This is an optimization exercise on Yosys and OpenROAD, whose aim is small area, not a production implementation. RTL that was checked went through simulation tests only; none was proved equivalent to the original. Only the layout flow was run in run 3; the RTL was not checked for function there. No activity file was given, so power comes from the tool's default toggle rates.

File: flow/design.v
package tsf_pkg;
	localparam int unsigned ADC_W    = 12;
	localparam int unsigned PRESS_W  = 13;
	localparam int unsigned TIME_W   = 32;
	localparam int unsigned IVAL_W   = 8;
	localparam int unsigned CFG_IDX_W  = 2;
	localparam int unsigned CFG_DATA_W = 13;
	localparam logic [ADC_W-1:0] FULL_SCALE = 12'd4095;
	localparam logic [CFG_IDX_W-1:0] REG_ORIENTATION  = 2'd0;
	localparam logic [CFG_IDX_W-1:0] REG_PRESS_THRESH = 2'd1;
	localparam logic [CFG_IDX_W-1:0] REG_MIN_INTERVAL = 2'd2;
	typedef enum logic [1:0] {
		ORIENT_SWAP_INV_X = 2'd0,
		ORIENT_IDENTITY   = 2'd1,
		ORIENT_SWAP_INV_Y = 2'd2,
		ORIENT_INV_BOTH   = 2'd3
	} orient_t;
	localparam orient_t            RST_ORIENTATION  = ORIENT_IDENTITY;
	localparam logic [PRESS_W-1:0] RST_PRESS_THRESH = 13'd400;
	localparam logic [IVAL_W-1:0]  RST_MIN_INTERVAL = 8'd3;
	localparam logic [TIME_W-1:0]  RST_LAST_GOOD    = 32'h8000_0000;
	typedef struct packed {
		logic [ADC_W-1:0] first;
		logic [ADC_W-1:0] second;
		logic [ADC_W-1:0] third;
	} axis_set_t;
endpackage
module tsf_add #(parameter int W = 12) (
	input  logic [W-1:0] x,
	input  logic [W-1:0] y,
	output logic [W:0]   s
);
	logic [W:0] c;
	assign c[0] = 1'b0;
	for (genvar i = 0; i < W; i++) begin : g_bit
		assign s[i]   = x[i] ^ y[i] ^ c[i];
		assign c[i+1] = (x[i] & y[i]) | ((x[i] ^ y[i]) & c[i]);
	end
	assign s[W] = c[W];
endmodule
module tsf_cmp #(parameter int W = 12) (
	input  logic [W-1:0] x,
	input  logic [W-1:0] y,
	input  logic         cin,
	output logic         ge
);
	logic [W:0] c;
	assign c[0] = cin;
	for (genvar i = 0; i < W; i++) begin : g_bit
		assign c[i+1] = (x[i] & ~y[i]) | (~(x[i] ^ y[i]) & c[i]);
	end
	assign ge = c[W];
endmodule
module tsf_pair_lane
(
	input  tsf_pkg::axis_set_t        readings,
	output logic [tsf_pkg::ADC_W-1:0] mean
);
	logic [11:0] a, b, c;
	logic [12:0] s_ab, s_ac, s_bc;
	logic        g_ab, g_ac, g_bc;
	logic        med_a, med_b;
	logic        k_a, k_b, k_c;
	logic        sel_ab, sel_ac;
	assign a = readings.first;
	assign b = readings.second;
	assign c = readings.third;
	tsf_add u_s_ab (.x(a), .y(b), .s(s_ab));
	tsf_add u_s_ac (.x(a), .y(c), .s(s_ac));
	tsf_add u_s_bc (.x(b), .y(c), .s(s_bc));
	tsf_cmp u_g_ab (.x(a), .y(b), .cin(1'b0), .ge(g_ab));
	tsf_cmp u_g_ac (.x(a), .y(c), .cin(1'b0), .ge(g_ac));
	tsf_cmp u_g_bc (.x(b), .y(c), .cin(1'b0), .ge(g_bc));
	assign med_a = g_ab ^ g_ac;
	assign med_b = !g_ab ^ g_bc;
	tsf_cmp u_k_a (.x(s_bc[12:1]), .y(a), .cin(g_ab | s_bc[0]), .ge(k_a));
	tsf_cmp u_k_b (.x(s_ac[12:1]), .y(b), .cin(!g_ab | s_ac[0]), .ge(k_b));
	tsf_cmp u_k_c (.x(s_ab[12:1]), .y(c), .cin(!g_ac | s_ab[0]), .ge(k_c));
	always_comb begin
		if (med_a) begin
			sel_ab = k_a ^ !g_ab;
			sel_ac = !sel_ab;
		end else if (med_b) begin
			sel_ab = k_b ^ g_ab;
			sel_ac = 1'b0;
		end else begin
			sel_ab = 1'b0;
			sel_ac = k_c ^ g_ac;
		end
	end
	assign mean = sel_ab ? s_ab[12:1] : sel_ac ? s_ac[12:1] : s_bc[12:1];
endmodule
module tsf_rotate
(
	input  logic [1:0]       orient,
	input  logic [tsf_pkg::ADC_W-1:0] mean_x,
	input  logic [tsf_pkg::ADC_W-1:0] mean_y,
	output logic [tsf_pkg::ADC_W-1:0] rot_x,
	output logic [tsf_pkg::ADC_W-1:0] rot_y
);
	always_comb begin
		unique case (orient)
			tsf_pkg::ORIENT_SWAP_INV_X: begin
				rot_x = tsf_pkg::FULL_SCALE - mean_y;
				rot_y = mean_x;
			end
			tsf_pkg::ORIENT_IDENTITY: begin
				rot_x = mean_x;
				rot_y = mean_y;
			end
			tsf_pkg::ORIENT_SWAP_INV_Y: begin
				rot_x = mean_y;
				rot_y = tsf_pkg::FULL_SCALE - mean_x;
			end
			default: begin
				rot_x = tsf_pkg::FULL_SCALE - mean_x;
				rot_y = tsf_pkg::FULL_SCALE - mean_y;
			end
		endcase
	end
endmodule
module touch_sample_filter
(
	input  logic                  clk,
	input  logic                  arst_n,
	input  logic                  cfg_we,
	input  logic [tsf_pkg::CFG_IDX_W-1:0]  cfg_index,
	input  logic [tsf_pkg::CFG_DATA_W-1:0] cfg_wdata,
	input  logic                  in_valid,
	output logic                  in_ready,
	input  logic [tsf_pkg::TIME_W-1:0]     now_ms,
	input  logic [tsf_pkg::ADC_W-1:0]      press_a,
	input  logic [tsf_pkg::ADC_W-1:0]      press_b,
	input  logic [tsf_pkg::ADC_W-1:0]      x_first,
	input  logic [tsf_pkg::ADC_W-1:0]      x_second,
	input  logic [tsf_pkg::ADC_W-1:0]      x_third,
	input  logic [tsf_pkg::ADC_W-1:0]      y_first,
	input  logic [tsf_pkg::ADC_W-1:0]      y_second,
	input  logic [tsf_pkg::ADC_W-1:0]      y_third,
	output logic                  out_valid,
	input  logic                  out_ready,
	output logic                  sampled,
	output logic                  touched,
	output logic [tsf_pkg::ADC_W-1:0]      pos_x,
	output logic [tsf_pkg::ADC_W-1:0]      pos_y,
	output logic [tsf_pkg::PRESS_W-1:0]    pressure
);
	logic [1:0]                    orient_q;
	logic [tsf_pkg::PRESS_W-1:0]   thresh_q;
	logic [tsf_pkg::IVAL_W-1:0]    min_ival_q;
	logic [tsf_pkg::TIME_W-1:0]    last_good_q;
	logic [tsf_pkg::PRESS_W-1:0]   held_press_q;
	logic [tsf_pkg::ADC_W-1:0]     held_x_q;
	logic [tsf_pkg::ADC_W-1:0]     held_y_q;
	logic                          out_valid_q;
	logic                          sampled_q;
	logic                          touched_q;
	logic                          in_fire;
	logic                          pass;
	logic [tsf_pkg::PRESS_W-1:0]   z_val;
	logic                          light;
	logic                          nlight;
	logic                          held_touch;
	logic [tsf_pkg::ADC_W-1:0]     mean_x;
	logic [tsf_pkg::ADC_W-1:0]     mean_y;
	logic [tsf_pkg::ADC_W-1:0]     rot_x;
	logic [tsf_pkg::ADC_W-1:0]     rot_y;
	always_ff @(posedge clk or negedge arst_n) begin
		if (!arst_n) begin
			orient_q   <= tsf_pkg::RST_ORIENTATION;
			thresh_q   <= tsf_pkg::RST_PRESS_THRESH;
			min_ival_q <= tsf_pkg::RST_MIN_INTERVAL;
		end else if (cfg_we) begin
			unique case (cfg_index)
				tsf_pkg::REG_ORIENTATION:  orient_q   <= cfg_wdata[1:0];
				tsf_pkg::REG_PRESS_THRESH: thresh_q   <= cfg_wdata[tsf_pkg::PRESS_W-1:0];
				tsf_pkg::REG_MIN_INTERVAL: min_ival_q <= cfg_wdata[tsf_pkg::IVAL_W-1:0];
				default: ;
			endcase
		end
	end
	assign in_ready = !out_valid_q || out_ready;
	assign in_fire  = in_valid && in_ready;
	logic [tsf_pkg::TIME_W:0]      el_b;
	logic [tsf_pkg::TIME_W-1:0]    elapsed;
	logic                          el_hi_zero;
	logic                          el_lo_ge;
	assign el_b[0] = 1'b0;
	for (genvar i = 0; i < tsf_pkg::TIME_W; i++) begin : g_elapsed
		assign elapsed[i] = now_ms[i] ^ last_good_q[i] ^ el_b[i];
		assign el_b[i+1]  = (~now_ms[i] & last_good_q[i]) | (~(now_ms[i] ^ last_good_q[i]) & el_b[i]);
	end
	assign el_hi_zero = ~|elapsed[tsf_pkg::TIME_W-1:tsf_pkg::IVAL_W];
	tsf_cmp #(tsf_pkg::IVAL_W) u_ival (.x(elapsed[tsf_pkg::IVAL_W-1:0]), .y(min_ival_q), .cin(1'b1), .ge(el_lo_ge));
	assign pass = !el_hi_zero || el_lo_ge;
	tsf_add u_z (.x(press_a), .y(~press_b), .s(z_val));
	tsf_cmp #(tsf_pkg::PRESS_W) u_light (.x(z_val), .y(thresh_q), .cin(1'b1), .ge(nlight));
	assign light = !nlight;
	tsf_cmp #(tsf_pkg::PRESS_W) u_touch (.x(held_press_q), .y(thresh_q), .cin(1'b1), .ge(held_touch));
	tsf_pair_lane u_lane_x (
		.readings ({x_first, x_second, x_third}),
		.mean     (mean_x)
	);
	tsf_pair_lane u_lane_y (
		.readings ({y_first, y_second, y_third}),
		.mean     (mean_y)
	);
	tsf_rotate u_rotate (
		.orient (orient_q),
		.mean_x (mean_x),
		.mean_y (mean_y),
		.rot_x  (rot_x),
		.rot_y  (rot_y)
	);
	always_ff @(posedge clk or negedge arst_n) begin
		if (!arst_n) begin
			held_press_q <= '0;
		end else if (in_fire && pass) begin
			held_press_q <= light ? '0 : z_val;
		end
	end
	always_ff @(posedge clk or negedge arst_n) begin
		if (!arst_n) begin
			last_good_q <= tsf_pkg::RST_LAST_GOOD;
			held_x_q    <= '0;
			held_y_q    <= '0;
		end else if (in_fire && pass && !light) begin
			last_good_q <= now_ms;
			held_x_q    <= rot_x;
			held_y_q    <= rot_y;
		end
	end
	always_ff @(posedge clk or negedge arst_n) begin
		if (!arst_n) begin
			out_valid_q <= 1'b0;
		end else if (in_fire) begin
			out_valid_q <= 1'b1;
		end else if (out_ready) begin
			out_valid_q <= 1'b0;
		end
	end
	always_ff @(posedge clk) begin
		if (in_fire) begin
			sampled_q <= pass;
			touched_q <= pass ? !light : held_touch;
		end
	end
	assign out_valid = out_valid_q;
	assign sampled   = sampled_q;
	assign touched   = touched_q;
	assign pos_x     = held_x_q;
	assign pos_y     = held_y_q;
	assign pressure  = held_press_q;
endmodule
File: flow/flow/run.sh
#!/bin/bash
# Standard layout (standard.sh), with two changes:
#  - synthesis maps the combinational logic with an area-oriented ABC script
#    and without adder extraction (flow/synth_recipe_area.tcl);
#  - the port buffers use the smallest buffer cell.
set -euo pipefail
W=$PWD
export MY_ABC_SCRIPT=$W/flow/abc_area.script
export BUFFER_PORTS_ARGS="-buffer_cell sky130_fd_sc_hd__buf_1"
sed "s#SYNTH_SCRIPT=[^ ]*synth_recipe.tcl#SYNTH_SCRIPT=$W/flow/synth_recipe_area.tcl#" standard.sh > my_standard.sh
grep -q "synth_recipe_area.tcl" my_standard.sh
bash my_standard.sh > standard.log 2>&1
File: flow/flow/abc_area.script
&get -n
&st
&dch
&nf -R 1000
&put
topo
File: flow/flow/synth_recipe_area.tcl
# The standard flow's synthesis script (synth_recipe.tcl) with two changes to the
# combinational mapping only: no full/half adder extraction, and an
# area-oriented ABC script. Registers are inferred and mapped exactly as in
# the standard synthesis.
proc synth {args} { yosys synth -nofsm -noshare {*}$args }
proc extract_fa {args} { puts "extract_fa skipped" }
proc abc {args} {
  set i [lsearch -exact $args -script]
  if { $i >= 0 } { lset args [expr {$i + 1}] $::env(MY_ABC_SCRIPT) }
  yosys abc {*}$args
}
source $::env(SCRIPTS_DIR)/synth.tcl
# left out here: clear keep_hierarchy, flatten, clean up, hide names made inside functions, write 1_2_yosys.v
File: flow/standard.sh
#!/bin/bash
# synth_recipe.tcl (not shown) runs the flow's synth.tcl, then flattens the netlist and writes it again
# the make line also repeats each setting of config.mk as NAME=value (left out here)
make -C /OpenROAD-flow-scripts/flow DESIGN_CONFIG=/design/flow/config.mk WORK_HOME=/design/flow/orfs CLKGATE_MAP_FILE= SYNTH_SCRIPT=/design/flow/synth_recipe.tcl "${@:-finish}"
File: flow/config.mk
export PLATFORM = sky130hd
export DESIGN_NAME = touch_sample_filter
export DESIGN_NICKNAME = touch_sample_filter
export VERILOG_FILES = /design/flow/design.v
export SDC_FILE = /design/flow/constraint.sdc
export NUM_CORES = 4
export LEC_CHECK = 0
export CAP_MARGIN = 20
export CORE_MARGIN = 2
export CORE_UTILIZATION = 40
export SLEW_MARGIN = 20
File: flow/constraint.sdc
create_clock -name core_clock -period 12.0 [get_ports {clk}]
set_input_delay 2.4000 -clock core_clock [delete_from_list [all_inputs] [get_ports {clk}]]
set_output_delay 2.4000 -clock core_clock [all_outputs]
set_load 0.01 [all_outputs]
==> impl_results.md, run 1 <==
* Vias at 8,231
* R2R Path Start: last_good_q[1]$_DFFE_PN0P_
* Drt total wl at 22,790 um
* Post-synthesis register bit count at 95
* FP Rows at 56
* Post-synth EDFFs at 2
* YS warnings at 3
* ANT cells at 0
* Die Wd at 158 um
* Hold_sp: held_y_q[2]$_DFFE_PN0P_
* Final GP Congestion at between 0.8 and 0.9
* Post-Syn Area at 0.009487 mm2
* Final slew viol count at 0
* CTS tree: yes
* Hold Crit Endpoint: held_y_q[2]$_DFFE_PN0P_
* Crit share post-route at 0.9237
* Maximum clock frequency at 90.21 MHz
* Synth top area cells: dfrtp_1 (23%), maj3_1 (15%), xnor2_1 (14%)
* Fin Setup TNS at 0 ns
* Post-CTS sizing at 0
* Detailed-route DRC error count at 0
* Number of endpoints failing setup at the final stage at 0
* CTS Buf Count at 9
* First-pass GRT wire length at 36,630 um
* Area grow syn2layout at 15.36%
* Reg2reg end: last_good_q[17]$_DFFE_PN0P_
* Skew final at between 0.006 and 0.007 ns
* Count leader, synth: xnor2_1
* Crit path time final at 11.08 ns
* Die Y at 158 um
* Hold depth at 2
* Total power at approximately 1.7 mW
* Synth top area share at 0.2269
* PortBufs at 188
* Largest net degree at the start of global routing at 54
* Reg area at 0.002396 mm2
* Longest Clk Path Bufs at 2
* PwrDens at approximately 150 mW/mm2
* Mapped Nets at 1,255
* Nets at 1,463
* Synth Flop Type: dfrtp_1
* Crit path largest cell delay at a little over 0.4 ns
* WL per Instance at 13.91 um
* CP delay by family, top: compound AO/OA/AOI/OAI gates
* Tot GR Track Use at 0.1804
* Detailed Routing Iterations Pass 1 at 4
* Fill cells at 2,402
* Clock transition at path regs at 0.06 ns
* Gr ovfl total at 0
* Startpoint Class: primary input
* Footprint of the multi-input gates at 0.006792 mm2
* Worst path required time at 12.23 ns
* Hold_buf cts at 0
* Die ar. at 0.02496 mm2
* I/O Pins at 189
* Synth Instances at 1,107
* Mapped Avg Cell Area at 8.570 um2
* CP max stage cell: maj3_1
* Clk sinks at 95
* Cell variety after synth at between 40 and 50
* Async set-reset flop share out of synthesis at 0.9789
* Outcome: no timing/DRC/antenna violations
* Vias in the first global route at ~7,600
* Share of layout cells above drive strength 1 at 0.02348
* Dpl hpwl at 18,640 um
* Core Area at 0.02340 mm2
* Antenna Nets Post-Route at 0
* Root Driver: clkbuf_16
* CP arrival at ~11 ns
* Flop-to-flop setup slack at between 2 and 3 ns
* Hold Vio Cnt, Final at 0
* Synth top cells by count: xnor2_1 (147), maj3_1 (140), o21ai_0 (130)
* Crit. End Element: flip-flop
* Initial antenna violation count at 1
* Worst r2r path cells at 44
* Critical-path maximum fanout at 47
* Starting Density at 0.4054
* Clock latency (worst-skew pair) at 0.34 ns
* Pleak at 3.866 nW
* Starting DRT DRC Count at 251
* Max cap viols at 0
* CTS H-Tree Depth at 3
* Unrepaired setup endpoints after global routing: no
* Crit Path Class: primary input to flip-flop
* Total setup buffers inserted after CTS at 0
* Area leader, netlist: dfrtp_1
* Slew headroom at 0.5039
* VDD IR-drop max at 0.00007184 V
* Via/cell ratio at 5.022
* CP Buf/Inv Count at 3
* Sequential element share of the synthesized area at 0.2526
* Worst min path class: flip-flop to flip-flop
* Worst Tran Pin Value at 0.7419 ns
where the power goes:
part | switching (mW) | internal (mW)
Combinational | 0.495 | 0.395
Sequential | 0.0855 | 0.436
Clock | 0.118 | 0.146
registers in the layout, summed over array words and instances (netlist names):
signal / cells
held_x_q: 12
thresh_q: 13
last_good_q: 32
held_y_q: 12
min_ival_q: 8
sampled_q: 1
touched_q: 1
out_valid_q: 1
held_press_q: 13
orient_q: 2
layout make-up:
cell class / instances / area share
Multi-Input combinational cell: 930 / 0.6206
Sequential cell: 95 / 0.2189
Timing Repair Buffer: 196 / 0.07145
Tap cell: 319 / 0.03647
Inverter: 83 / 0.02847
Clock buffer: 14 / 0.02321
Clock inverter: 2 / 0.0009146
per-layer routing:
metal / up-vias / global-route usage / part of all wire
li1: 4347 / - / -
met1: 3701 / 0.2347 / 0.47
met2: 157 / 0.3000 / 0.45
met3: 24 / 0.04489 / 0.057
met4: 2 / 0.04462 / 0.019
met5: - / 0 / 0.00057
worst min-delay path, stage by stage, from the launching register on:
cell	delay, ns
dfrtp_1	0.34
nand2_1	0.04
o21ai_0	0.06
kinds of logic (layout without fill, tap and decap cells):
kind of cell,count (synthesis),after routing,share of synthesized area
compound gates,261,261,0.1613
xor+xnor,226,226,0.2087
fa+ha+maj,140,140,0.1477
buf+inv,83,295,0.03284
flops,95,95,0.2526
mux,80,80,0.09061
simple gates,222,223,0.1063
layout by cell type (no fill, tap or decap), types with 6 or more instances in the layout:
cell type,n
a21o_1,8
a21oi_1,45
a221oi_1,7
a22oi_1,20
buf_1,187
buf_4,7
clkbuf_16,9
clkinv_1,83
dfrtp_1,86
dfstp_2,7
maj3_1,140
mux2_1,47
mux2i_1,33
nand2_1,126
nand2b_1,14
nand3_1,6
nand3b_1,7
nor2_1,26
nor2b_1,13
nor3_1,6
o21ai_0,130
o221ai_1,6
o22ai_1,20
xnor2_1,147
xor2_1,79
through the flow:
step           setup WS (ns)  cells  hold WS, ns  area, um2  utilization
6_report              0.9151   1639       0.4792      10940       0.4677
2_1_floorplan        0.08923   1107       0.4662       9487            -
4_1_cts               0.7965   1638       0.4848      10930       0.4672
3_5_place_dp          0.4535   1622       0.4702      10670       0.4559
5_1_grt              0.01244   1639       0.5090      10940       0.4677
3_3_place_gp          0.7470   1622       0.4620      10670       0.4559
worst max-delay path by stage:
stage / slack (ns) / startpoint / cells after the start / endpoint
2_1_floorplan: 0.09 / now_ms[1] / 42 / held_y_q[1]$_DFFE_PN0P_
3_3_place_gp: 0.75 / now_ms[1] / 45 / last_good_q[20]$_DFFE_PN0P_
3_5_place_dp: 0.45 / now_ms[1] / 45 / held_y_q[1]$_DFFE_PN0P_
4_1_cts: 0.80 / now_ms[1] / 45 / held_y_q[1]$_DFFE_PN0P_
5_1_grt: 0.01 / now_ms[1] / 47 / held_y_q[9]$_DFFE_PN0P_
6_report: 0.92 / now_ms[1] / 45 / last_good_q[17]$_DFFE_PN0P_
==> run 2, diff against run 1 <==
==> flow/flow/synth_recipe_area.tcl (replaced) <==
# The standard flow's synthesis script (synth_recipe.tcl) with changes to the
# combinational mapping only: full/half adders are extracted only inside the
# tsf_add adder module (kept as its own module until the final flatten), and
# ABC uses an area-oriented script. Registers are inferred and mapped exactly
# as in the standard synthesis.
set ::my_first_synth 1
proc synth {args} {
  if { $::my_first_synth } {
    set ::my_first_synth 0
    yosys setattr -mod -set keep_hierarchy 1 tsf_add
  }
  yosys synth -nofsm -noshare {*}$args
}
proc extract_fa {args} { yosys extract_fa {*}$args tsf_add }
proc abc {args} {
  set i [lsearch -exact $args -script]
  if { $i >= 0 } { lset args [expr {$i + 1}] $::env(MY_ABC_SCRIPT) }
  yosys abc {*}$args
}
source $::env(SCRIPTS_DIR)/synth.tcl
# left out here: clear keep_hierarchy, flatten, clean up, hide names made inside functions, write 1_2_yosys.v
--- a/flow/config.mk
+++ b/flow/config.mk
@@ -9,3 +9,5 @@
 export CORE_MARGIN = 2
 export CORE_UTILIZATION = 40
+export CTS_BUF_LIST = sky130_fd_sc_hd__clkbuf_4 sky130_fd_sc_hd__clkbuf_8
+export CTS_CLUSTER_SIZE = 10
 export SLEW_MARGIN = 20
==> run 2 against run 1 <==
Still clean on timing, DRC and antenna. Sequential cell count did not move. Clock skew grew 0.0091 ns. Clock power is 12% lower. Non-clock buffer count did not move. Register-to-register slack better by 0.07 ns. Sequential power up 1%. Cell count decreased by 9.0%. Final area is 2.7% lower. Sequential share of layout area rose by 0.60 points. Critical path type unchanged.
==> impl_results.md, run 2 <==
* Most common cell after layout, fill and taps aside: buf_1
* Synth top cells by count: clkinv_1 (176), maj3_1 (127), o21ai_0 (91)
* Slew headroom at 0.4962 (-0.007662)
* Crit Path Class: primary input to flip-flop
* Vias in the first global route at 7,617 (-0.22%)
* Crit path time final at 10.98 ns (-0.1058 ns)
* PortBufs at 188 (unchanged)
* Total setup buffers inserted after CTS at 0 (unchanged)
* I/O Pins at 189 (unchanged)
* Synth top area share at 0.2319 (+0.005047)
* Core Area at 0.02271 mm2 (-3.0%)
* Seq pwr share at 0.322 (+0.011)
* Die Y at 156.3 um (-1.1%)
* Post-DP Area at 0.01042 mm2 (-2.3%)
* Detailed-route DRC error count at 0 (unchanged)
* WL per Instance at 15.25 um (+9.7%)
* Starting DRT DRC Count at 287 (+14%)
* PwrDens at 153.7 mW/mm2 (+0.38%)
* CTS H-Tree Depth at 3 (unchanged)
* Fin area at 0.01065 mm2 (-2.7%)
* Synth top area cells: dfrtp_1 (23%), fa_1 (17%), maj3_1 (14%)
* Final slew viol count at 0 (unchanged)
* Outcome: no timing/DRC/antenna violations
* Die ar. at 0.02443 mm2 (-2.1%)
* WHS at 0.4860 ns (+0.006796 ns)
* First-pass GRT wire length at 37,230 um (+1.6%)
* Detailed Routing Iterations Pass 1 at 4 (unchanged)
* Maximum clock frequency at 91.08 MHz (+0.96%)
* Largest registers: last_good_q: 32 flops, held_press_q: 13 flops, thresh_q: 13 flops
* Worst path required time at 12.25 ns (+0.02 ns)
* VDD IR-drop max at 0.00005952 V (-17%)
* Initial antenna violation count at 0 (-1)
* Hold_buf cts at 0 (unchanged)
* Reg area at 0.002396 mm2 (unchanged)
* CTS tree: yes
* Clock latency (worst-skew pair) at 0.38 ns (+0.04 ns)
* Count leader, synth: clkinv_1
* Synth Instances at 994 (-10%)
* Area grow syn2layout at 14.78%
* CTS Buf Count at 9 (unchanged)
* Critical-path maximum fanout at 62 (+32%)
* Root Driver: clkbuf_8
* Antenna Nets Post-Route at 0 (unchanged)
* Worst Tran Pin Value at 0.7557 ns (+0.01373 ns)
* Async set-reset flop share out of synthesis at 0.9789 (unchanged)
* Starting Density at 0.4087 (+0.003282)
* Sequential element share of the synthesized area at 0.2582 (+0.005619)
* Max cap viols at 0 (unchanged)
* Nets at 1,434 (-2.0%)
* CP max stage cell: a2111o_1
* Via/cell ratio at 5.109 (+1.7%)
* P_sw at 716.1 uW (+2.5%)
* Die Wd at 156.3 um (-1.1%)
* Skew final at 0.01539 ns (+0.009129 ns)
* Longest Clk Path Bufs at 2 (unchanged)
* Commonest cells after routing, fill and taps aside: buf_1 (187), clkinv_1 (176), maj3_1 (127)
* Unrepaired setup endpoints after global routing: no
* Largest net degree at the start of global routing at 79 (+46%)
* Final GP Congestion at 0.8833 (+5.6%)
* Max FFs per register at 32 (unchanged)
* Mapped Avg Cell Area at 9.336 um2 (+8.9%)
* YS warnings at 3 (unchanged)
* ANT cells at 0 (unchanged)
* Total power at 1.637 mW (-2.3%)
* FP Rows at 55 (-1.8%)
* Dpl hpwl at 18,680 um (+0.19%)
* Clock transition at path regs at 0.10 ns (+0.04 ns)
* CP arrival at 11.23 ns (-0.08 ns)
* Drt total wl at 22,760 um (-0.14%)
* Gr ovfl total at 0 (unchanged)
* Share of layout cells above drive strength 1 at 0.02983 (+0.006341)
* Startpoint Class: primary input
* Cell variety after synth at 47 (unchanged)
* Biggest register: last_good_q
* Number of endpoints failing setup at the final stage at 0 (unchanged)
* Tot GR Track Use at 0.1905 (+0.01010)
* Crit path largest cell delay at 0.48 ns (+0.07 ns)
* Crit. End Element: flip-flop
* Clk sinks at 95 (unchanged)
* Vias at 7,622 (-7.4%)
* Area leader, netlist: dfrtp_1
* Pleak at 3.865 nW (about the same)
* Footprint of the multi-input gates at 0.006237 mm2 (-8.2%)
* Fill cells at 2,251 (-6.3%)
* CP dominant cell by count: o21ai_0
* Worst min path class: flip-flop to flip-flop
* Pint at 920.7 uW (-5.8%)
* Fin Setup TNS at 0 ns (unchanged)
* Clock power frac at 0.142 (-0.015)
* Mapped Nets at 1,226 (-2.3%)
* Post-synth EDFFs at 2 (unchanged)
* Post-synthesis register bit count at 95 (unchanged)
* Crit share post-route at 0.9149 (-0.008819)
* Switching part of the total at 0.4375 (+0.02056)
* Synth Flop Type: dfrtp_1
* Hold Vio Cnt, Final at 0 (unchanged)
* Post-Syn Area at 0.009280 mm2 (-2.2%)
* Combinational share of power at 0.536 (+0.005)
[run 2: cell types whose count changed after synthesis, sizes merged, moves of 7 or more]
cell,change
o21ai,-39
clkinv,+93
a21oi,-7
fa,+77
xnor2,-116
ha,+7
nand2,-49
maj3,-13
xor2,-38
a22oi,-17
mux2i,-20
o211ai,+13
[run 2: final timing paths]
| path | startpoint | to | slack (ns) | depth (start not counted) |
|---|---|---|---|---|
| setup / recovery | now_ms[1] | held_y_q[7]$_DFFE_PN0P_ | 1.02 | 41 |
| hold / removal | held_y_q[1]$_DFFE_PN0P_ | held_y_q[1]$_DFFE_PN0P_ | 0.49 | 2 |
| setup reg to reg | last_good_q[1]$_DFFE_PN0P_ | held_y_q[7]$_DFFE_PN0P_ | 2.75 | 40 |
| hold reg to reg | held_y_q[1]$_DFFE_PN0P_ | held_y_q[1]$_DFFE_PN0P_ | 0.49 | 2 |
| max in group asynchronous | arst_n | held_x_q[7]$_DFFE_PN0P_ | 9.09 | 2 |
| min in group asynchronous | arst_n | held_press_q[7]$_DFFE_PN0P_ | 1.89 | 1 |
[run 2: worst max-delay path, delay by kind of cell]
family	cells	cell delay (ns)
AND/OR/NAND/NOR	6	1.09
XOR/XNOR	1	0.19
adder cells (fa/ha/maj)	5	1.87
AO/OA/AOI/OAI	27	5.22
buffers and inverters	2	0.40
[run 2: Yosys stat by module (local to each module, per instance)]
module / copies in the design / flops+latches
tsf_add: 7 / 0
touch_sample_filter: 1 / 95
[run 2: layout make-up]
type,count,share of cell area
Clock buffer,10,0.01292
Clock inverter,6,0.007283
Inverter,176,0.06202
Multi-Input combinational cell,724,0.5856
Sequential cell,95,0.2249
Tap cell,285,0.03348
Timing Repair Buffer,196,0.07377
[run 2: power by group through the flow]
stage	Combinational (mW)	Clock, mW	Sequential (mW)
detailed placement	0.884	0	0.532
finish	0.877	0.232	0.527
global route	0.996	0.253	0.544
global placement	0.868	0	0.530
floorplan	0.608	0	0.539
CTS	0.886	0.241	0.528
[run 2: per-layer routing]
metal	global-route usage	part of all wire
met5	0	0
met4	0.04893	0.023
met3	0.03295	0.046
met2	0.3296	0.48
met1	0.2470	0.45
[run 2: cell families after synthesis]
family                     synth area share
muxes                               0.06741
and+or+nand+nor                     0.08656
buffers and inverters               0.07119
adders and majority gates            0.3125
xor gates and xnor gates            0.06795
AOI/OAI and AO/OA                    0.1362
DFF                                  0.2582
[run 2: timing repair]
action,4_1_cts,5_1_grt
setup endpoints to repair,0,52
gates resized for setup,0,1
endpoints found under the hold margin,0,0
[run 2: per-stage QoR]
stage / utilization / worst slack, ns / std cells
CTS: 0.4684 / 0.6753 / 1491
finish: 0.4690 / 1.021 / 1492
global route: 0.4690 / 0.02059 / 1492
detailed placement: 0.4589 / 0.2564 / 1475
floorplan: - / 0.4017 / 994
global placement: 0.4589 / 0.4529 / 1475
==> run 3, diff against run 2 <==
--- a/flow/design.v
+++ b/flow/design.v
@@ -160,6 +160,4 @@
 	logic [tsf_pkg::PRESS_W-1:0]   z_val;
 	logic                          light;
-	logic                          nlight;
-	logic                          held_touch;
 	logic [tsf_pkg::ADC_W-1:0]     mean_x;
 	logic [tsf_pkg::ADC_W-1:0]     mean_y;
@@ -182,20 +180,29 @@
 	assign in_ready = !out_valid_q || out_ready;
 	assign in_fire  = in_valid && in_ready;
-	logic [tsf_pkg::TIME_W:0]      el_b;
-	logic [tsf_pkg::TIME_W-1:0]    elapsed;
-	logic                          el_hi_zero;
-	logic                          el_lo_ge;
+	localparam int unsigned LO = tsf_pkg::IVAL_W;
+	localparam int unsigned HI = tsf_pkg::TIME_W;
+	logic [LO:0]     el_b;
+	logic [LO-1:0]   el_lo;
+	logic [HI-1:LO]  el_zbit;
+	logic            el_hi_zero;
+	logic            el_lo_ge;
 	assign el_b[0] = 1'b0;
-	for (genvar i = 0; i < tsf_pkg::TIME_W; i++) begin : g_elapsed
-		assign elapsed[i] = now_ms[i] ^ last_good_q[i] ^ el_b[i];
-		assign el_b[i+1]  = (~now_ms[i] & last_good_q[i]) | (~(now_ms[i] ^ last_good_q[i]) & el_b[i]);
-	end
-	assign el_hi_zero = ~|elapsed[tsf_pkg::TIME_W-1:tsf_pkg::IVAL_W];
-	tsf_cmp #(tsf_pkg::IVAL_W) u_ival (.x(elapsed[tsf_pkg::IVAL_W-1:0]), .y(min_ival_q), .cin(1'b1), .ge(el_lo_ge));
+	for (genvar i = 0; i < LO; i++) begin : g_el_lo
+		assign el_lo[i]  = now_ms[i] ^ last_good_q[i] ^ el_b[i];
+		assign el_b[i+1] = (~now_ms[i] & last_good_q[i]) | (~(now_ms[i] ^ last_good_q[i]) & el_b[i]);
+	end
+	assign el_zbit[LO] = ~(now_ms[LO] ^ last_good_q[LO] ^ el_b[LO]);
+	for (genvar i = LO + 1; i < HI; i++) begin : g_el_hi
+		assign el_zbit[i] = (now_ms[i] ^ last_good_q[i]) ^ (now_ms[i-1] | ~last_good_q[i-1]);
+	end
+	assign el_hi_zero = &el_zbit;
+	tsf_cmp #(LO) u_ival (.x(el_lo), .y(min_ival_q), .cin(1'b1), .ge(el_lo_ge));
 	assign pass = !el_hi_zero || el_lo_ge;
+	logic [tsf_pkg::PRESS_W-1:0]   cmp_press;
+	logic                          press_ge;
 	tsf_add u_z (.x(press_a), .y(~press_b), .s(z_val));
-	tsf_cmp #(tsf_pkg::PRESS_W) u_light (.x(z_val), .y(thresh_q), .cin(1'b1), .ge(nlight));
-	assign light = !nlight;
-	tsf_cmp #(tsf_pkg::PRESS_W) u_touch (.x(held_press_q), .y(thresh_q), .cin(1'b1), .ge(held_touch));
+	assign cmp_press = pass ? z_val : held_press_q;
+	tsf_cmp #(tsf_pkg::PRESS_W) u_thresh (.x(cmp_press), .y(thresh_q), .cin(1'b1), .ge(press_ge));
+	assign light = !press_ge;
 	tsf_pair_lane u_lane_x (
 		.readings ({x_first, x_second, x_third}),
@@ -243,5 +250,5 @@
 		if (in_fire) begin
 			sampled_q <= pass;
-			touched_q <= pass ? !light : held_touch;
+			touched_q <= press_ge;
 		end
 	end
==> flow/flow/run.sh (replaced) <==
#!/bin/bash
# Standard layout (standard.sh), with these changes:
#  - synthesis maps the combinational logic with an area-oriented ABC script
#    and extracts full adders only inside the adder module
#    (flow/synth_recipe_area.tcl); registers are inferred exactly as in the
#    standard synthesis;
#  - the port buffers use the smallest buffer cell;
#  - clock tree: small clock buffers, small sink clusters, no dummy loads.
set -euo pipefail
W=$PWD
export MY_ABC_SCRIPT=$W/flow/abc_area.script
export BUFFER_PORTS_ARGS="-buffer_cell sky130_fd_sc_hd__buf_1"
export CTS_ARGS="-sink_clustering_enable -repair_clock_nets -dont_use_dummy_load -buf_list {sky130_fd_sc_hd__clkbuf_4 sky130_fd_sc_hd__clkbuf_8} -sink_clustering_size 10"
sed "s#SYNTH_SCRIPT=[^ ]*synth_recipe.tcl#SYNTH_SCRIPT=$W/flow/synth_recipe_area.tcl#" standard.sh > my_standard.sh
grep -q "synth_recipe_area.tcl" my_standard.sh
bash my_standard.sh > standard.log 2>&1
==> flow/flow/abc_area.script (replaced) <==
strash
dc2
&get -n
&st
&dch
&nf -R 1000
&put
topo
--- a/flow/config.mk
+++ b/flow/config.mk
@@ -9,5 +9,3 @@
 export CORE_MARGIN = 2
 export CORE_UTILIZATION = 40
-export CTS_BUF_LIST = sky130_fd_sc_hd__clkbuf_4 sky130_fd_sc_hd__clkbuf_8
-export CTS_CLUSTER_SIZE = 10
 export SLEW_MARGIN = 20
==> run 3 against run 2 <==
Clock-buffer cell count down 1. Area after synthesis decreased by 3.8%. Still clean. Synthesized cell count grew 0.30%. Sequential power down 2%. Fmax rose by 19%. Critical endpoint is now held_x_q[10]$_DFFE_PN0P_. Die area decreased by 3.7%. Non-clock buffer count fell by 1. Critical path depth is 8 lower. Register-to-register slack better by 1.7 ns. Global-route usage is 1.3 points higher. Largest cell class unchanged.
==> impl_results.md, run 3 <==
* Die Y at 153.4 um (-1.9%)
* Fin util at 0.4652 (-0.003844)
* Mapped Avg Cell Area at 8.955 um2 (-4.1%)
* Synth Flop Type: dfrtp_1
* Startpoint Class: primary input
* Drt total wl at 23,810 um (+4.6%)
* Simple-Gate Fraction of Synth Area at 0.08604 (-0.0005153)
* Fin Setup TNS at 0 ns (unchanged)
* Total power at 1.533 mW (-6.3%)
* Area grow syn2layout at 14.06%
* Longest Clk Path Bufs at 2 (unchanged)
* Die ar. at 0.02353 mm2 (-3.7%)
* CP max stage cell: clkinv_1
* WL per Instance at 16.08 um (+5.4%)
* Most common cell after layout, fill and taps aside: buf_1
* Synth top cells by count: clkinv_1 (166), o21ai_0 (89), dfrtp_1 (86)
* Critical-path maximum fanout at 61 (-1.6%)
* Cell variety after synth at 42 (-11%)
* Root Driver: clkbuf_8
* Initial antenna violation count at 0 (unchanged)
* Hold_buf cts at 0 (unchanged)
* Slew headroom at 0.4807 (-0.01551)
* Skew final at 0.01625 ns (+0.0008588 ns)
* Hold depth at 2 (unchanged)
* Share of layout cells above drive strength 1 at 0.02165 (-0.008177)
* Biggest register: last_good_q
* Starting Density at 0.4079 (-0.0007855)
* Nets at 1,435 (+0.070%)
* Detailed-route DRC error count at 0 (unchanged)
* Final GP Congestion at 0.9680 (+9.6%)
* Core Area at 0.02189 mm2 (-3.6%)
* Clock transition at path regs at 0.07 ns (-0.03 ns)
* Clock power frac at 0.111 (-0.031)
* Hold Crit Endpoint: held_x_q[10]$_DFFE_PN0P_
* Pleak at 3.771 nW (-2.4%)
* Largest registers: last_good_q: 32 flops, held_press_q: 13 flops, thresh_q: 13 flops
* Vias in the first global route at 7,830 (+2.8%)
* I/O Pins at 189 (unchanged)
* Synth top area cells: dfrtp_1 (24%), fa_1 (17%), clkinv_1 (7.0%)
* VDD IR-drop max at 0.00006363 V (+6.9%)
* Hold_sp: held_x_q[10]$_DFFE_PN0P_
* Combinational share of power at 0.552 (+0.016)
* R2R Path Start: last_good_q[1]$_DFFE_PN0P_
* Mapped Nets at 1,229 (+0.24%)
* Flop-to-flop setup slack at 4.46 ns (+1.71 ns)
* Reg2reg end: held_x_q[10]$_DFFE_PN0P_
* Area share of fa/ha/maj cells after synthesis at 0.2138 (-0.09868)
* Total setup buffers inserted after CTS at 0 (unchanged)
* Largest net degree at the start of global routing at 62 (-22%)
* CP dominant cell by count: o21ai_0
* Worst r2r path cells at 32 (-20%)
* Crit path largest cell delay at 0.74 ns (+0.26 ns)
* Commonest cells after routing, fill and taps aside: buf_1 (187), clkinv_1 (166), o21ai_0 (89)
* Via/cell ratio at 5.421 (+6.1%)
* Vias at 8,029 (+5.3%)
* CTS H-Tree Depth at 3 (unchanged)
* Crit. End Element: flip-flop
* Largest family of logic cells by synthesized area: compound AO/OA/AOI/OAI gates
* CTS tree: yes
* Outcome: no timing/DRC/antenna violations
* Synth top area share at 0.2410 (+0.009132)
* Post-synthesis register bit count at 95 (unchanged)
* Finished Layout Cells at 1,481 (-0.74%)
* Detailed Routing Iterations Pass 1 at 6 (+2)
* Crit path time final at 9.247 ns (-1.732 ns)
* Fill cells at 2,215 (-1.6%)
* PortBufs at 188 (unchanged)
* Fin area at 0.01018 mm2 (-4.4%)
* Sequential element share of the synthesized area at 0.2684 (+0.01017)
* ANT cells at 0 (unchanged)
* Maximum clock frequency at 108.1 MHz (+19%)
* Max FFs per register at 32 (unchanged)
* FP Rows at 54 (-1.8%)
* Die Wd at 153.4 um (-1.9%)
* Max cap viols at 0 (unchanged)
* Area leader, netlist: dfrtp_1
* Worst Tran Pin Value at 0.7789 ns (+0.02327 ns)
* Final slew viol count at 0 (unchanged)
* Synth Instances at 997 (+0.30%)
* Starting DRT DRC Count at 519 (+81%)
* Worst min path class: flip-flop to flip-flop
* Clk sinks at 95 (unchanged)
* First-pass GRT wire length at 39,030 um (+4.8%)
* YS warnings at 3 (unchanged)
* Pint at 858.9 uW (-6.7%)
* Crit Path Class: primary input to flip-flop
* Dpl hpwl at 19,470 um (+4.3%)
* PwrDens at 150.5 mW/mm2 (-2.0%)
* Antenna Nets Post-Route at 0 (unchanged)
* Tot GR Track Use at 0.2031 (+0.01259)
* Clock latency (worst-skew pair) at 0.37 ns (about the same)
* Unrepaired setup endpoints after global routing: no
* Count leader, synth: clkinv_1
* Hold Vio Cnt, Final at 0 (unchanged)
* Switching part of the total at 0.4397 (+0.002240)
* Seq pwr share at 0.337 (+0.015)
* Number of endpoints failing setup at the final stage at 0 (unchanged)
* Post-DP Area at 0.01006 mm2 (-3.5%)
* P_sw at 674.0 uW (-5.9%)
* Gr ovfl total at 0 (unchanged)
* Crit share post-route at 0.7706 (-0.1443)
* Worst path required time at 12.30 ns (+0.05 ns)
* Multiplexer area fraction after synthesis at 0.08660 (+0.01919)
* Post-synthesis compound-gate area fraction at 0.2302 (+0.09407)
* Synth Area in XOR/XNOR at 0.04512 (-0.02283)
* Post-synth EDFFs at 2 (unchanged)
* Inst Count DP at 1,472 (-0.20%)
* Post-CTS sizing at 0 (unchanged)
* Post-Syn Area at 0.008929 mm2 (-3.8%)
* CP arrival at 9.55 ns (-1.68 ns)
* CTS Buf Count at 9 (unchanged)
* Async set-reset flop share out of synthesis at 0.9789 (unchanged)
==> run 3: cell count changes in the layout (fill, tap and decap cells not counted), sizes merged, moves of 12 or more <==
cell	delta
a21oi	+40
a221oi	+18
clkinv	-12
maj3	-99
mux2i	+17
nor2	+12
o211ai	-14
o221ai	+13
o22ai	+51
xor2	-29
==> run 3: per-layer routing <==
metal	GRT usage	vias to the layer above	routed length, um
met5	0	-	0
met4	0.08563	0	890
met3	0.02410	47	1087
met2	0.3342	230	11150
met1	0.2720	3785	10680
li1	-	3967	-
==> run 3: logic make-up after synthesis <==
family          Yosys count
fa+ha+maj               112
buf+inv                 166
simple gates            173
flops                    95
mux                      72
xor+xnor                 46
compound gates          333
==> run 3: stage by stage <==
stage          hold WS [ns]  setup slack, ns
4_1_cts              0.4806            2.756
3_5_place_dp         0.4627            2.409
6_report             0.4713            2.753
3_3_place_gp         0.4526            2.504
2_1_floorplan        0.4641            1.825
5_1_grt              0.5070            2.089
==> run 3: cell type report <==
class,count,area (um2),area share
Timing Repair Buffer,195,762.0,0.07483
Tap cell,280,350.3,0.03440
Inverter,166,623.1,0.06119
Multi-Input combinational cell,736,5928,0.5821
Clock buffer,9,123.9,0.01216
Sequential cell,95,2396,0.2353
==> run 3: power groups by stage <==
| stage | combinational [mW] | clock, mW | sequential, mW |
|---|---|---|---|
| after floorplan | 0.566 | 0 | 0.540 |
| after global placement | 0.835 | 0 | 0.519 |
| after detailed placement | 0.848 | 0 | 0.524 |
| after CTS | 0.851 | 0.178 | 0.518 |
| after global routing | 0.953 | 0.190 | 0.536 |
| final | 0.846 | 0.170 | 0.517 |
==> run 3: how the worst max path moves through the flow <==
stage                      from                          end  slack (ns)  depth (start not counted)
finish                now_ms[1]     held_x_q[10]$_DFFE_PN0P_        2.75                         33
global route          now_ms[1]     held_x_q[10]$_DFFE_PN0P_        2.09                         33
CTS                   now_ms[1]     held_x_q[10]$_DFFE_PN0P_        2.76                         33
detailed placement    now_ms[1]     held_x_q[10]$_DFFE_PN0P_        2.41                         33
global placement    x_second[0]      held_y_q[0]$_DFFE_PN0P_        2.50                         27
floorplan            press_b[0]  last_good_q[11]$_DFFE_PN0P_        1.82                         21
==> run 3: Yosys stat by module, one instance, submodules excluded <==
module	cells	times used
touch_sample_filter	878	1
tsf_add	17	7
==> run 3: critical path: cells and delay by family <==
kind,cells,cell delay (ns)
simple gates,8,1.76
buf+inv,4,1.45
fa+ha+maj,2,0.77
xor+xnor,1,0.15
compound gates,17,2.67
mux,1,0.29
==> run 4, diff against run 3 <==
--- a/flow/design.v
+++ b/flow/design.v
@@ -59,8 +59,6 @@
 	logic [11:0] a, b, c;
 	logic [12:0] s_ab, s_ac, s_bc;
-	logic        g_ab, g_ac, g_bc;
-	logic        med_a, med_b;
-	logic        k_a, k_b, k_c;
-	logic        sel_ab, sel_ac;
+	logic        lt_a, lt_b, lt_c, gt_a, gt_b, gt_c;
+	logic        n_a, n_b, n_c, twos, sel_ab, sel_ac;
 	assign a = readings.first;
 	assign b = readings.second;
@@ -69,24 +67,17 @@
 	tsf_add u_s_ac (.x(a), .y(c), .s(s_ac));
 	tsf_add u_s_bc (.x(b), .y(c), .s(s_bc));
-	tsf_cmp u_g_ab (.x(a), .y(b), .cin(1'b0), .ge(g_ab));
-	tsf_cmp u_g_ac (.x(a), .y(c), .cin(1'b0), .ge(g_ac));
-	tsf_cmp u_g_bc (.x(b), .y(c), .cin(1'b0), .ge(g_bc));
-	assign med_a = g_ab ^ g_ac;
-	assign med_b = !g_ab ^ g_bc;
-	tsf_cmp u_k_a (.x(s_bc[12:1]), .y(a), .cin(g_ab | s_bc[0]), .ge(k_a));
-	tsf_cmp u_k_b (.x(s_ac[12:1]), .y(b), .cin(!g_ab | s_ac[0]), .ge(k_b));
-	tsf_cmp u_k_c (.x(s_ab[12:1]), .y(c), .cin(!g_ac | s_ab[0]), .ge(k_c));
-	always_comb begin
-		if (med_a) begin
-			sel_ab = k_a ^ !g_ab;
-			sel_ac = !sel_ab;
-		end else if (med_b) begin
-			sel_ab = k_b ^ g_ab;
-			sel_ac = 1'b0;
-		end else begin
-			sel_ab = 1'b0;
-			sel_ac = k_c ^ g_ac;
-		end
-	end
+	tsf_cmp u_gt_a (.x(a), .y(s_bc[12:1]), .cin(1'b0), .ge(gt_a));
+	tsf_cmp u_lt_a (.x(s_bc[12:1]), .y(a), .cin(s_bc[0]), .ge(lt_a));
+	tsf_cmp u_gt_b (.x(b), .y(s_ac[12:1]), .cin(1'b0), .ge(gt_b));
+	tsf_cmp u_lt_b (.x(s_ac[12:1]), .y(b), .cin(s_ac[0]), .ge(lt_b));
+	tsf_cmp u_gt_c (.x(c), .y(s_ab[12:1]), .cin(1'b0), .ge(gt_c));
+	tsf_cmp u_lt_c (.x(s_ab[12:1]), .y(c), .cin(s_ab[0]), .ge(lt_c));
+	assign n_a  = !lt_a && !gt_a;
+	assign n_b  = !lt_b && !gt_b;
+	assign n_c  = !lt_c && !gt_c;
+	assign twos = (lt_a && lt_b) || (lt_a && lt_c) || (lt_b && lt_c) ||
+	              (gt_a && gt_b) || (gt_a && gt_c) || (gt_b && gt_c);
+	assign sel_ab = (lt_a && lt_b) || (gt_a && gt_b) || (!twos && (n_a || n_b));
+	assign sel_ac = (lt_a && lt_c) || (gt_a && gt_c) || (!twos && n_c);
 	assign mean = sel_ab ? s_ab[12:1] : sel_ac ? s_ac[12:1] : s_bc[12:1];
 endmodule
==> run 4 against run 3 <==
Clock power hardly changed. Critical endpoint is now held_y_q[11]$_DFFE_PN0P_. Synthesized cell count is 8.1% lower. Still clean on timing, DRC and antenna. Routed wire length is 9.6% lower. Sequential share of layout area is 1.4 points higher. Clock skew is 0.010 ns higher. Non-clock buffer count is 3 lower.
==> impl_results.md, run 4 <==
* Outcome: no timing/DRC/antenna violations
* Count leader, synth: clkinv_1
* First-pass GRT wire length at 34,890 um (-11%)
* Clock latency (worst-skew pair) at 0.37 ns (about the same)
* Detailed-route DRC error count at 0 (unchanged)
* Area leader, netlist: dfrtp_1
* Final slew viol count at 0 (unchanged)
* I/O Pins at 189 (unchanged)
* Crit path capture: held_y_q[11]$_DFFE_PN0P_
* Post-synthesis register bit count at 95 (unchanged)
* Crit. End Element: flip-flop
* Routed wl met3 at 1303 um (+20%)
* M1 WL at 9337 um (-13%)
* Drt total wl at 21,520 um (-9.6%)
* Hold_buf cts at 0 (unchanged)
* PortBufs at 188 (unchanged)
* Post-Syn Area at 0.008388 mm2 (-6.1%)
* CP arrival at 10.24 ns (+0.69 ns)
* Crit share post-route at 0.8356 (+0.06503)
* CTS Buf Count at 9 (unchanged)
* WL per Instance at 15.51 um (-3.5%)
* Commonest cells after routing, fill and taps aside: buf_1 (187), clkinv_1 (152), dfrtp_1 (86)
* Share of layout cells above drive strength 1 at 0.01970 (-0.001953)
* ANT cells at 0 (unchanged)
* Max FFs per register at 32 (unchanged)
* VDD IR-drop max at 0.00005475 V (-14%)
* Crit path largest cell delay at 0.60 ns (-0.14 ns)
* Longest Clk Path Bufs at 2 (unchanged)
* Synth Instances at 916 (-8.1%)
* Mapped Nets at 1,148 (-6.6%)
* PwrDens at 161.1 mW/mm2 (+7.0%)
* Worst r2r path cells at 27 (-16%)
* Skew final at 0.02646 ns (+0.01021 ns)
* Starting Density at 0.4106 (+0.002718)
* Clock transition at path regs at 0.07 ns (about the same)
* Post-CTS sizing at 0 (unchanged)
* Pleak at 3.674 nW (-2.6%)
* Synth top area cells: dfrtp_1 (26%), fa_1 (18%), clkinv_1 (6.8%)
* Maximum clock frequency at 99.72 MHz (-7.8%)
* CP max stage cell: o311a_1
* Total power at 1.546 mW (+0.88%)
* Reg2reg end: held_y_q[6]$_DFFE_PN0P_
* Met2 WL at 10,430 um (-6.4%)
* Largest net degree at the start of global routing at 60 (-3.2%)
* Final setup margin at 1.972 ns (-0.7804 ns)
* Via/cell ratio at 5.283 (-2.6%)
* FP Rows at 52 (-3.7%)
* CTS tree: yes
* Nets at 1,351 (-5.9%)
* Die Wd at 148.8 um (-3.0%)
* Starting DRT DRC Count at 377 (-27%)
* Inst Count DP at 1,378 (-6.4%)
* Initial antenna violation count at 0 (unchanged)
* Slew headroom at 0.3737 (-0.1070)
* Number of endpoints failing setup at the final stage at 0 (unchanged)
* Mapped Avg Cell Area at 9.157 um2 (+2.3%)
* Post-synth EDFFs at 2 (unchanged)
* Finished Layout Cells at 1,387 (-6.3%)
* YS warnings at 2 (-1)
* Largest registers: last_good_q: 32 flops, held_press_q: 13 flops, thresh_q: 13 flops
* Synth top cells by count: clkinv_1 (152), dfrtp_1 (86), nand2_1 (83)
* Footprint of the multi-input gates at 0.005434 mm2 (-8.3%)
* Detailed Routing Iterations Pass 1 at 5 (-1)
* Synth Flop Type: dfrtp_1
* Worst path required time at 12.21 ns (-0.09 ns)
* Cell variety after synth at 46 (+9.5%)
* Origin of the worst setup path: x_second[0]
* Worst min path class: flip-flop to flip-flop
* Core Area at 0.02043 mm2 (-6.7%)
* R2R Path Start: last_good_q[1]$_DFFE_PN0P_
* Hold depth at 2 (unchanged)
* Max layer used: met4
* Die ar. at 0.02214 mm2 (-5.9%)
* Vias in the first global route at 7,072 (-9.7%)
* Gr ovfl total at 0 (unchanged)
* Max cap viols at 0 (unchanged)
* Vias at 7,327 (-8.7%)
* Most common cell after layout, fill and taps aside: buf_1
* Final GP Congestion at 0.9331 (-3.6%)
* Tot GR Track Use at 0.1986 (-0.004480)
* Unrepaired setup endpoints after global routing: no
* Fill cells at 2,076 (-6.3%)
* Area grow syn2layout at 14.47%
* Dpl hpwl at 17,880 um (-8.2%)
* Die Y at 148.8 um (-3.0%)
* CP dominant cell by count: fa_1
* Biggest register: last_good_q
* Crit Path Class: primary input to flip-flop
* Sequential element share of the synthesized area at 0.2857 (+0.01729)
* Antenna Nets Post-Route at 0 (unchanged)
* Fin Setup TNS at 0 ns (unchanged)
* Critical-path maximum fanout at 19 (-69%)
* Synth top area share at 0.2566 (+0.01553)
* Hold Vio Cnt, Final at 0 (unchanged)
* Root Driver: clkbuf_8
* Reg area at 0.002396 mm2 (unchanged)
* Async set-reset flop share out of synthesis at 0.9789 (unchanged)
* Worst Tran Pin Value at 0.9353 ns (+0.1564 ns)
* CTS H-Tree Depth at 3 (unchanged)
* Clk sinks at 95 (unchanged)
* Crit path time final at 10.03 ns (+0.7804 ns)
* Post-place setup slack at 1.649 ns (-0.7600 ns)
* Flop-to-flop setup slack at 5.25 ns (+0.79 ns)
* Startpoint Class: primary input
* Total setup buffers inserted after CTS at 0 (unchanged)
## run 4: through the flow
step,hold slack [ns],instance area (um2),util
2_1_floorplan,0.4577,8388,-
3_5_place_dp,0.4693,9478,0.4639
6_report,0.4765,9602,0.4700
3_3_place_gp,0.4619,9478,0.4639
5_1_grt,0.5025,9602,0.4700
4_1_cts,0.4865,9602,0.4700
## run 4: how the worst min path moves through the flow
stage / from / to / slack, ns
finish: held_y_q[3]$_DFFE_PN0P_ / held_y_q[3]$_DFFE_PN0P_ / 0.48
global route: held_y_q[3]$_DFFE_PN0P_ / held_y_q[3]$_DFFE_PN0P_ / 0.50
CTS: held_x_q[3]$_DFFE_PN0P_ / held_x_q[3]$_DFFE_PN0P_ / 0.49
detailed placement: held_x_q[3]$_DFFE_PN0P_ / held_x_q[3]$_DFFE_PN0P_ / 0.47
global placement: held_y_q[11]$_DFFE_PN0P_ / held_y_q[11]$_DFFE_PN0P_ / 0.46
floorplan: thresh_q[0]$_DFFE_PN0P_ / thresh_q[0]$_DFFE_PN0P_ / 0.46
## run 4: kinds of logic (layout without fill, tap and decap cells)
kind of cell,after synthesis,count (layout),synth area share
xor gates and xnor gates,46,46,0.04803
adders and majority gates,89,89,0.2002
buffers and inverters,152,353,0.06802
AOI/OAI and AO/OA,256,256,0.1938
and+or+nand+nor,207,207,0.1137
DFF,95,95,0.2857
muxes,71,71,0.09069
## run 4: modules after synthesis, one instance, submodules excluded
| module | cells inside | flip-flops and latches | cell area [um2] | copies in the design |
|---|---|---|---|---|
| tsf_add | 17 | 0 | 251.5 | 7 |
| touch_sample_filter | 797 | 95 | 6628 | 1 |
## run 4: worst max-delay path: cells and delay by family
| kind | cells | cell delay (ns) |
|---|---|---|
| compound gates | 9 | 2.26 |
| fa+ha+maj | 12 | 4.47 |
| buf+inv | 4 | 0.33 |
| simple gates | 4 | 0.62 |
| xor+xnor | 1 | 0.14 |
## run 4: layer usage
metal / global-route usage / vias to the layer above
li1: - / 3586
met1: 0.2582 / 3493
met2: 0.3338 / 214
met3: 0.04159 / 34
met4: 0.06238 / 0
met5: 0 / -
## run 4: power breakdown
part	total [mW]	internal, mW	switching, mW
Combinational	0.858	0.356	0.502
Sequential	0.517	0.438	0.0795
Clock	0.171	0.0675	0.103
## run 4: cell type report
class                      count  share of cell area
clock buffer                   9             0.01290
inverter                     152             0.05942
tap                          270             0.03518
multi-input combinational    669              0.5659
sequential                    95              0.2495
timing repair buffer         192             0.07701
==> run 5, diff against run 4 <==
--- a/flow/design.v
+++ b/flow/design.v
@@ -55,10 +55,15 @@
 (
 	input  tsf_pkg::axis_set_t        readings,
-	output logic [tsf_pkg::ADC_W-1:0] mean
+	output logic [tsf_pkg::ADC_W-1:0] m_ab,
+	output logic [tsf_pkg::ADC_W-1:0] m_ac,
+	output logic [tsf_pkg::ADC_W-1:0] m_bc,
+	output logic                      sel_ab,
+	output logic                      sel_ac,
+	output logic                      sel_bc
 );
 	logic [11:0] a, b, c;
 	logic [12:0] s_ab, s_ac, s_bc;
 	logic        lt_a, lt_b, lt_c, gt_a, gt_b, gt_c;
-	logic        n_a, n_b, n_c, twos, sel_ab, sel_ac;
+	logic        n_a, n_b, n_c, twos;
 	assign a = readings.first;
 	assign b = readings.second;
@@ -80,34 +85,8 @@
 	assign sel_ab = (lt_a && lt_b) || (gt_a && gt_b) || (!twos && (n_a || n_b));
 	assign sel_ac = (lt_a && lt_c) || (gt_a && gt_c) || (!twos && n_c);
-	assign mean = sel_ab ? s_ab[12:1] : sel_ac ? s_ac[12:1] : s_bc[12:1];
-endmodule
-module tsf_rotate
-(
-	input  logic [1:0]       orient,
-	input  logic [tsf_pkg::ADC_W-1:0] mean_x,
-	input  logic [tsf_pkg::ADC_W-1:0] mean_y,
-	output logic [tsf_pkg::ADC_W-1:0] rot_x,
-	output logic [tsf_pkg::ADC_W-1:0] rot_y
-);
-	always_comb begin
-		unique case (orient)
-			tsf_pkg::ORIENT_SWAP_INV_X: begin
-				rot_x = tsf_pkg::FULL_SCALE - mean_y;
-				rot_y = mean_x;
-			end
-			tsf_pkg::ORIENT_IDENTITY: begin
-				rot_x = mean_x;
-				rot_y = mean_y;
-			end
-			tsf_pkg::ORIENT_SWAP_INV_Y: begin
-				rot_x = mean_y;
-				rot_y = tsf_pkg::FULL_SCALE - mean_x;
-			end
-			default: begin
-				rot_x = tsf_pkg::FULL_SCALE - mean_x;
-				rot_y = tsf_pkg::FULL_SCALE - mean_y;
-			end
-		endcase
-	end
+	assign sel_bc = (lt_b && lt_c) || (gt_b && gt_c);
+	assign m_ab = s_ab[12:1];
+	assign m_ac = s_ac[12:1];
+	assign m_bc = s_bc[12:1];
 endmodule
 module touch_sample_filter
@@ -151,6 +130,4 @@
 	logic [tsf_pkg::PRESS_W-1:0]   z_val;
 	logic                          light;
-	logic [tsf_pkg::ADC_W-1:0]     mean_x;
-	logic [tsf_pkg::ADC_W-1:0]     mean_y;
 	logic [tsf_pkg::ADC_W-1:0]     rot_x;
 	logic [tsf_pkg::ADC_W-1:0]     rot_y;
@@ -196,19 +173,46 @@
 	tsf_cmp #(tsf_pkg::PRESS_W) u_thresh (.x(cmp_press), .y(thresh_q), .cin(1'b1), .ge(press_ge));
 	assign light = !press_ge;
+	logic [tsf_pkg::ADC_W-1:0]     mx_ab, mx_ac, mx_bc, my_ab, my_ac, my_bc;
+	logic                          sx_ab, sx_ac, sx_bc, sy_ab, sy_ac, sy_bc;
 	tsf_pair_lane u_lane_x (
 		.readings ({x_first, x_second, x_third}),
-		.mean     (mean_x)
+		.m_ab     (mx_ab),
+		.m_ac     (mx_ac),
+		.m_bc     (mx_bc),
+		.sel_ab   (sx_ab),
+		.sel_ac   (sx_ac),
+		.sel_bc   (sx_bc)
 	);
 	tsf_pair_lane u_lane_y (
 		.readings ({y_first, y_second, y_third}),
-		.mean     (mean_y)
+		.m_ab     (my_ab),
+		.m_ac     (my_ac),
+		.m_bc     (my_bc),
+		.sel_ab   (sy_ab),
+		.sel_ac   (sy_ac),
+		.sel_bc   (sy_bc)
 	);
-	tsf_rotate u_rotate (
-		.orient (orient_q),
-		.mean_x (mean_x),
-		.mean_y (mean_y),
-		.rot_x  (rot_x),
-		.rot_y  (rot_y)
-	);
+	logic swap, inv_x, inv_y;
+	assign swap  = !orient_q[0];
+	assign inv_x = orient_q[0] ~^ orient_q[1];
+	assign inv_y = orient_q[1];
+	logic ld_xy;
+	assign ld_xy = in_fire && pass && !light;
+	assign rot_x = {tsf_pkg::ADC_W{inv_x && ld_xy}} ^
+		(({tsf_pkg::ADC_W{sx_ab && !swap && ld_xy}} & mx_ab) |
+		 ({tsf_pkg::ADC_W{sx_ac && !swap && ld_xy}} & mx_ac) |
+		 ({tsf_pkg::ADC_W{sx_bc && !swap && ld_xy}} & mx_bc) |
+		 ({tsf_pkg::ADC_W{sy_ab &&  swap && ld_xy}} & my_ab) |
+		 ({tsf_pkg::ADC_W{sy_ac &&  swap && ld_xy}} & my_ac) |
+		 ({tsf_pkg::ADC_W{sy_bc &&  swap && ld_xy}} & my_bc) |
+		 ({tsf_pkg::ADC_W{!ld_xy}} & held_x_q));
+	assign rot_y = {tsf_pkg::ADC_W{inv_y && ld_xy}} ^
+		(({tsf_pkg::ADC_W{sy_ab && !swap && ld_xy}} & my_ab) |
+		 ({tsf_pkg::ADC_W{sy_ac && !swap && ld_xy}} & my_ac) |
+		 ({tsf_pkg::ADC_W{sy_bc && !swap && ld_xy}} & my_bc) |
+		 ({tsf_pkg::ADC_W{sx_ab &&  swap && ld_xy}} & mx_ab) |
+		 ({tsf_pkg::ADC_W{sx_ac &&  swap && ld_xy}} & mx_ac) |
+		 ({tsf_pkg::ADC_W{sx_bc &&  swap && ld_xy}} & mx_bc) |
+		 ({tsf_pkg::ADC_W{!ld_xy}} & held_y_q));
 	always_ff @(posedge clk or negedge arst_n) begin
 		if (!arst_n) begin
@@ -221,8 +225,13 @@
 		if (!arst_n) begin
 			last_good_q <= tsf_pkg::RST_LAST_GOOD;
+		end else if (ld_xy) begin
+			last_good_q <= now_ms;
+		end
+	end
+	always_ff @(posedge clk or negedge arst_n) begin
+		if (!arst_n) begin
 			held_x_q    <= '0;
 			held_y_q    <= '0;
-		end else if (in_fire && pass && !light) begin
-			last_good_q <= now_ms;
+		end else begin
 			held_x_q    <= rot_x;
 			held_y_q    <= rot_y;
--- a/flow/config.mk
+++ b/flow/config.mk
@@ -6,6 +6,7 @@
 export NUM_CORES = 4
 export LEC_CHECK = 0
-export CAP_MARGIN = 20
+export CAP_MARGIN = 0
 export CORE_MARGIN = 2
-export CORE_UTILIZATION = 40
-export SLEW_MARGIN = 20
+export CORE_UTILIZATION = 55
+export GPL_TIMING_DRIVEN = 0
+export SLEW_MARGIN = 0
==> run 5 against run 4 <==
Via count grew 2.0%. Clock skew grew 0.013 ns. First-iteration DRC count grew 140%. Clock-buffer cell count is the same. Area after synthesis shrank 1.3%. Power shrank 1.8%. Cell count shrank 11%. Still clean on timing, DRC and antenna. Non-clock buffer count shrank 1. Combinational power shrank 5.4%. Synthesized cell count shrank 7.5%. Clock power is essentially flat.
==> impl_results.md, run 5 <==
* Crit path time final at 11.17 ns (+1.143 ns)
* Flop-to-flop setup slack at 2.88 ns (-2.37 ns)
* Crit path largest cell delay at 0.76 ns (+0.16 ns)
* Crit share post-route at 0.9309 (+0.09523)
* Hold Crit Endpoint: thresh_q[0]$_DFFE_PN0P_
* Reg2reg end: held_x_q[8]$_DFF_PN0_
* Fin area at 0.009430 mm2 (-1.8%)
* Starting Density at 0.5656 (+0.1550)
* PortBufs at 188 (unchanged)
* Commonest cells after routing, fill and taps aside: buf_1 (187), clkinv_1 (140), dfrtp_1 (86)
* CTS H-Tree Depth at 3 (unchanged)
* I/O Pins at 189 (unchanged)
* Outcome: no timing/DRC/antenna violations
* Worst min path class: flip-flop to flip-flop
* Largest net degree at the start of global routing at 36 (-40%)
* Post-Syn Area at 0.008283 mm2 (-1.3%)
* Synth top area cells: dfrtp_1 (26%), fa_1 (19%), clkinv_1 (6.3%)
* Post-CTS sizing at 0 (unchanged)
* Largest registers: last_good_q: 32 flops, held_press_q: 13 flops, thresh_q: 13 flops
* Async set-reset flop share out of synthesis at 0.9789 (unchanged)
* Antenna Nets Post-Route at 0 (unchanged)
* Dpl hpwl at 18,120 um (+1.3%)
* Longest Clk Path Bufs at 2 (unchanged)
* Hold_sp: thresh_q[0]$_DFFE_PN0P_
* Synth top cells by count: clkinv_1 (140), dfrtp_1 (86), fa_1 (77)
* Die ar. at 0.01606 mm2 (-27%)
* WL per Instance at 18.38 um (+18%)
* Die Wd at 126.7 um (-15%)
* Max FFs per register at 32 (unchanged)
* Critical-path maximum fanout at 35 (+16)
* Clock latency (worst-skew pair) at 0.38 ns (about the same)
* Clock transition at path regs at 0.08 ns (about the same)
* Post-synthesis register bit count at 95 (unchanged)
* Biggest register: last_good_q
* Pleak at 3.552 nW (-3.3%)
* CP max stage cell: nor2_4
* Synth Instances at 847 (-7.5%)
* Slew headroom at 0.3099 (-0.06385)
* Vias in the first global route at 7,069 (-0.042%)
* CP arrival at 11.38 ns (+1.14 ns)
* PwrDens at 161.1 mW/mm2 (about the same)
* Mapped Nets at 1,079 (-6.0%)
* Gr ovfl total at 0 (unchanged)
* Most common cell after layout, fill and taps aside: buf_1
* Synth Flop Type: dfrtp_1
* Detailed Routing Iterations Pass 1 at 9 (+4)
* Post-DP Area at 0.009296 mm2 (-1.9%)
* First-pass GRT wire length at 35,930 um (+3.0%)
* Final GP Congestion at 0.9396 (+0.70%)
* Vias at 7,470 (+2.0%)
* Startpoint Class: primary input
* Crit Path Class: primary input to flip-flop
* CTS Buf Count at 9 (unchanged)
* Number of endpoints failing setup at the final stage at 0 (unchanged)
* Die Y at 126.7 um (-15%)
* Total setup buffers inserted after CTS at 0 (unchanged)
* Core Area at 0.01464 mm2 (-28%)
* Area leader, netlist: dfrtp_1
* Fin util at 0.6440 (+0.1740)
* Worst r2r path cells at 31 (+15%)
* Starting DRT DRC Count at 895 (+140%)
* Worst Tran Pin Value at 1.031 ns (+0.09608 ns)
* Clk sinks at 95 (unchanged)
* Post-synth EDFFs at 2 (unchanged)
* Via/cell ratio at 6.068 (+15%)
* Skew final at 0.03944 ns (+0.01298 ns)
* Synth top area share at 0.2598 (+0.003255)
* Nets at 1,281 (-5.2%)
* VDD IR-drop max at 0.00008605 V (+57%)
* Total power at 1.519 mW (-1.8%)
* Max cap viols at 0 (unchanged)
[run 5: area by class of cell]
cell class / instances / area (um2) / area share
multi-input cells: 612 / 5388 / 0.5713
repair buffers: 191 / 767.0 / 0.08133
well taps: 184 / 230.2 / 0.02441
flip-flops and latches: 95 / 2396 / 0.2541
clock buffers: 9 / 123.9 / 0.01314
inverters: 140 / 525.5 / 0.05573
[run 5: stage by stage]
| stage | setup slack [ns] | hold slack [ns] | cells |
|---|---|---|---|
| after detailed placement | 0.3314 | 0.4822 | 1222 |
| after CTS | 0.7370 | 0.4989 | 1231 |
| final | 0.8295 | 0.4981 | 1231 |
| after global placement | -1.751 | 0.4742 | 1219 |
| after floorplan | 0.6831 | 0.4577 | 847 |
| after global routing | 0.4020 | 0.5216 | 1231 |
[run 5: power by group]
part	internal [mW]	leakage [nW]	total, mW	switching, mW
Sequential	0.447	1.12	0.536	0.0889
Clock	0.0675	0.0647	0.171	0.103
Combinational	0.355	2.37	0.812	0.457
[run 5: per-layer routing]
metal  track usage  up-vias  routed length [um]
met5             0        -                   0
met4       0.08920        0                 449
met3       0.03374       36                1816
met2        0.4499      352               10350
met1        0.4109     3553               10010
li1              -     3529                   -
[run 5: worst max-delay path by stage]
stage | endpoint | slack (ns) | cells past startpoint
global placement | held_y_q[5]$_DFF_PN0_ | -1.75 | 27
global route | held_x_q[8]$_DFF_PN0_ | 0.40 | 29
finish | held_x_q[8]$_DFF_PN0_ | 0.83 | 29
detailed placement | held_x_q[8]$_DFF_PN0_ | 0.33 | 28
floorplan | held_y_q[5]$_DFF_PN0_ | 0.68 | 26
CTS | held_x_q[8]$_DFF_PN0_ | 0.74 | 28
[run 5: cell families after synthesis]
| family | count (synthesis) | synth area share |
|---|---|---|
| xor+xnor | 45 | 0.04758 |
| compound gates | 237 | 0.2119 |
| buf+inv | 140 | 0.06344 |
| fa+ha+maj | 90 | 0.2039 |
| flops | 95 | 0.2893 |
| mux | 57 | 0.07492 |
| simple gates | 183 | 0.1089 |
[run 5: critical path: cells and delay by family]
family | cells | cell delay [ns]
buffers and inverters | 6 | 1.32
muxes | 1 | 0.09
AOI/OAI and AO/OA | 4 | 0.57
xor gates and xnor gates | 1 | 0.08
and+or+nand+nor | 5 | 2.38
adders and majority gates | 12 | 4.48
[run 5: Yosys stat by module, one instance, submodules excluded]
module	cell area, um2	cells inside	flip-flops and latches	copies in the design
touch_sample_filter	6523	728	95	1
tsf_add	251.5	17	0	7

Check on run 5: ideal ports give 0.829 ns setup slack; a clkbuf_16 on the clock port and buf_2 on the inputs give 0.843 ns; moving port delays by the midpoint clock arrival (0.403 ns) as well gives 0.440 ns.
